Context: an optimization exercise on an open-source flow, tuned for small area. The choices shown serve that exercise and are no tape-out recipe. Only simulation tests tie the RTL to the original design; equivalence was not proved. Power and IR drop assume default switching activity.

## run 1
==> flow/design.v (excerpt) <==
module laser_log_top #(
	parameter int DEPTH = 64
) (
	input  logic                       clk1,
	input  logic                       arst_n,
	input  logic                       ext_clk_pin,
	input  logic [3-1:0]      din,
	input  logic [2*16-1:0]    adc,            
	input  logic                       pipe_read,
	output logic [16-1:0]     pipe_data,
	output logic                       pipe_valid,
	output logic                       pipe_empty,
	output logic                       pipe_underrun
);
Size in the first run: roughly 1400 cells after synthesis, about 610 flip-flops, roughly 0.018 mm² of cells after synthesis.
==> flow/config.mk <==
export PLATFORM = sky130hd
export DESIGN_NAME = laser_log_top
export DESIGN_NICKNAME = laser_log_top
export VERILOG_FILES = /design/flow/design.v
export SDC_FILE = /design/flow/constraint.sdc
export NUM_CORES = 4
export LEC_CHECK = 0
export CAP_MARGIN = 20
export CORE_MARGIN = 2
export CORE_UTILIZATION = 65
export SLEW_MARGIN = 20
==> flow/constraint.sdc <==
create_clock -name core_clock -period 8.0 [get_ports {clk1}]
set_input_delay 1.6000 -clock core_clock [delete_from_list [all_inputs] [get_ports {clk1}]]
set_output_delay 1.6000 -clock core_clock [all_outputs]
set_load 0.01 [all_outputs]
standard.sh (not shown) runs the stock make flow with config.mk's settings and CLKGATE_MAP_FILE= SYNTH_SCRIPT=/design/flow/synth_recipe.tcl, a recipe that flattens the netlist after the stock synthesis.
==> flow/flow/run.sh <==
#!/bin/bash
# The standard layout (standard.sh) with three changes:
#  - synthesis maps logic with an area-oriented ABC script (flow/synth.tcl);
#  - clock tree synthesis inserts no dummy loads and clusters up to 10 flops
#    under clkbuf_4 leaf buffers;
#  - the port buffers are plain buf_1 cells.
# make's full output goes to make.log, each step's log to orfs/logs/.
set -euo pipefail
export FLOW_SYNTH_TCL="$PWD/synth_recipe.tcl"
export AREA_ABC_SCRIPT="$PWD/flow/area.abc"
bash standard.sh finish \
	"SYNTH_SCRIPT=$PWD/flow/synth.tcl" \
	"CTS_ARGS=-sink_clustering_enable -repair_clock_nets -dont_use_dummy_load -sink_clustering_size 10 -sink_clustering_max_diameter 60 -buf_list sky130_fd_sc_hd__clkbuf_4" \
	"BUFFER_PORTS_ARGS=-inputs -outputs -buffer_cell sky130_fd_sc_hd__buf_1" \
	> make.log 2>&1
==> flow/flow/area.abc <==
strash
dc2
dc2
dch -f
amap -A 20 -F 4
topo
==> flow/flow/synth.tcl <==
# The standard synthesis script, with ABC's technology mapping run on an
# area script (flow/area.abc) in place of ORFS's speed script. Registers are
# mapped before ABC runs, so they keep the standard synthesis's names and cells.
proc abc {args} {
	set i [lsearch -exact $args -script]
	if {$i >= 0} {
		set args [lreplace $args [expr {$i + 1}] [expr {$i + 1}] $::env(AREA_ABC_SCRIPT)]
	}
	yosys abc {*}$args
}
source $::env(FLOW_SYNTH_TCL)
Edits applied to the flow inputs when going from run 1 to run 2:
-- flow/flow/run.sh --
<<< run 1, line 3
#  - synthesis maps logic with an area-oriented ABC script (flow/synth.tcl);
>>> run 2, line 3
#  - synthesis maps logic with an area-oriented ABC script and leaves
#    adders to ABC (flow/synth.tcl), without ORFS's Kogge-Stone adder map
#    (SYNTH_OPERATIONS_ARGS set to a flag the synthesis already uses);
<<< run 1, line 13
>>> run 2, line 15
	"SYNTH_OPERATIONS_ARGS=-noshare" \
==> flow/flow/synth.tcl <==
# The standard synthesis script with two changes to the mapping of the
# logic between registers: ABC runs an area script (flow/area.abc) in place of
# ORFS's speed script, and adders are left to ABC instead of being extracted
# into full/half-adder cells first. Registers are mapped as in the standard
# synthesis, so they keep its names and cells.
proc abc {args} {
	set i [lsearch -exact $args -script]
	if {$i >= 0} {
		set args [lreplace $args [expr {$i + 1}] [expr {$i + 1}] $::env(AREA_ABC_SCRIPT)]
	}
	yosys abc {*}$args
}
proc extract_fa {args} {
	puts "extract_fa skipped: adders are mapped by ABC"
}
source $::env(FLOW_SYNTH_TCL)
Findings:
Run 2 reached the end of the flow, and the finished layout is clean on the timing, DRC and antenna checks. In the tables for run 1 and run 2, sequential share of layout area reads higher with run 2. Run 2 vs. run 1: buffer count excluding the clock tree in the final layout up 4; instance count of the mapped netlist down 44; total instance count after detailed placement down about 4.3%.
diff inputs: run 2 => run 3
-- flow/flow/run.sh --
<<< run 2, line 4
#    adders to ABC (flow/synth.tcl), without ORFS's Kogge-Stone adder map
#    (SYNTH_OPERATIONS_ARGS set to a flag the synthesis already uses);
#  - clock tree synthesis inserts no dummy loads and clusters up to 10 flops
>>> run 3, line 4
#    adders to ABC (flow/synth.tcl);
#  - clock tree synthesis inserts no dummy loads and clusters up to 8 flops
<<< run 2, line 15
	"SYNTH_OPERATIONS_ARGS=-noshare" \
	"CTS_ARGS=-sink_clustering_enable -repair_clock_nets -dont_use_dummy_load -sink_clustering_size 10 -sink_clustering_max_diameter 60 -buf_list sky130_fd_sc_hd__clkbuf_4" \
>>> run 3, line 14
	"CTS_ARGS=-sink_clustering_enable -repair_clock_nets -dont_use_dummy_load -sink_clustering_size 8 -sink_clustering_max_diameter 50 -buf_list sky130_fd_sc_hd__clkbuf_4" \
Findings:
- Delay of the slowest cell on the worst path: lower on run 3
- Comparing run 2 against run 3, there is no change at all in clock tree buffer depth.
- Highest net fanout along the worst path for run 3: 1 up relative to run 2
- Of the two values seen for standard cell with the maximum stage delay on the critical path, o311ai_0 was produced by run 2 and edfxtp_1 by run 3.
- Looking at non-clock inverter total of the final layout, run 3 sits 3.8% above run 2.
- Taking run 2 as the reference, in run 3 synthesized area went up; total power grew by about 1%.
--- input diff run 3..run 4 ---
-- flow/flow/run.sh --
<<< run 3, line 5
#  - clock tree synthesis inserts no dummy loads and clusters up to 8 flops
>>> run 4, line 5
#  - clock tree synthesis inserts no dummy loads and clusters up to 10 flops
<<< run 3, line 14
	"CTS_ARGS=-sink_clustering_enable -repair_clock_nets -dont_use_dummy_load -sink_clustering_size 8 -sink_clustering_max_diameter 50 -buf_list sky130_fd_sc_hd__clkbuf_4" \
>>> run 4, line 14
	"CTS_ARGS=-sink_clustering_enable -repair_clock_nets -dont_use_dummy_load -sink_clustering_size 10 -sink_clustering_max_diameter 60 -buf_list sky130_fd_sc_hd__clkbuf_4" \
Results
- Higher overall global routing resource usage goes to run 3 over run 4.
- As far as area occupied by multi-input gates goes, run 3 and run 4 are indistinguishable; the numbers are identical.
- Run 4 finished every step from synthesis to the final layout, and the layout passed the timing, DRC and antenna checks.
- Run 4 vs. run 3: wire length lost about 1%, via count lost 1.0%.

port drivers added, routing unchanged:
In the flow no input, the clock included, has a driving cell. The finished layouts below were timed again as built, in two steps.
Step 1, drivers: a clkbuf_16 drives clk1 and a buf_2 each remaining input, both assumed.
Step 2 adds t to the input delays and takes it off the output delays; t is the mean of the earliest and latest rising clock arrival at the registers after step 1. Input paths then give back, and output paths get back, about the clock's delay inside the block.
Slacks: ideal ports / drivers / drivers and shift; pairs: ideal ports / drivers.
run | shift t [ns] | slack for setup (ns) | worst setup path at the end | latest minus earliest clock arrival (ns) | pins driven straight from the clock port
run 1 | 0.712 | 0.987 / 0.987 / 0.839 | input to register | 0.104 / 0.105 | 1
run 2 | 0.718 | 1.165 / 1.116 / 1.295 | input to register | 0.056 / 0.055 | 1
run 3 | 0.735 | 0.815 / 0.767 / 0.960 | input to register | 0.094 / 0.094 | 1
run 4 | 0.732 | 0.859 / 0.816 / 0.990 | input to register | 0.083 / 0.082 | 1
After both steps every run listed still meets setup and hold. For run 1, which loses most, drivers alone change the setup slack by 0.000 ns; drivers and shift together by -0.148 ns.
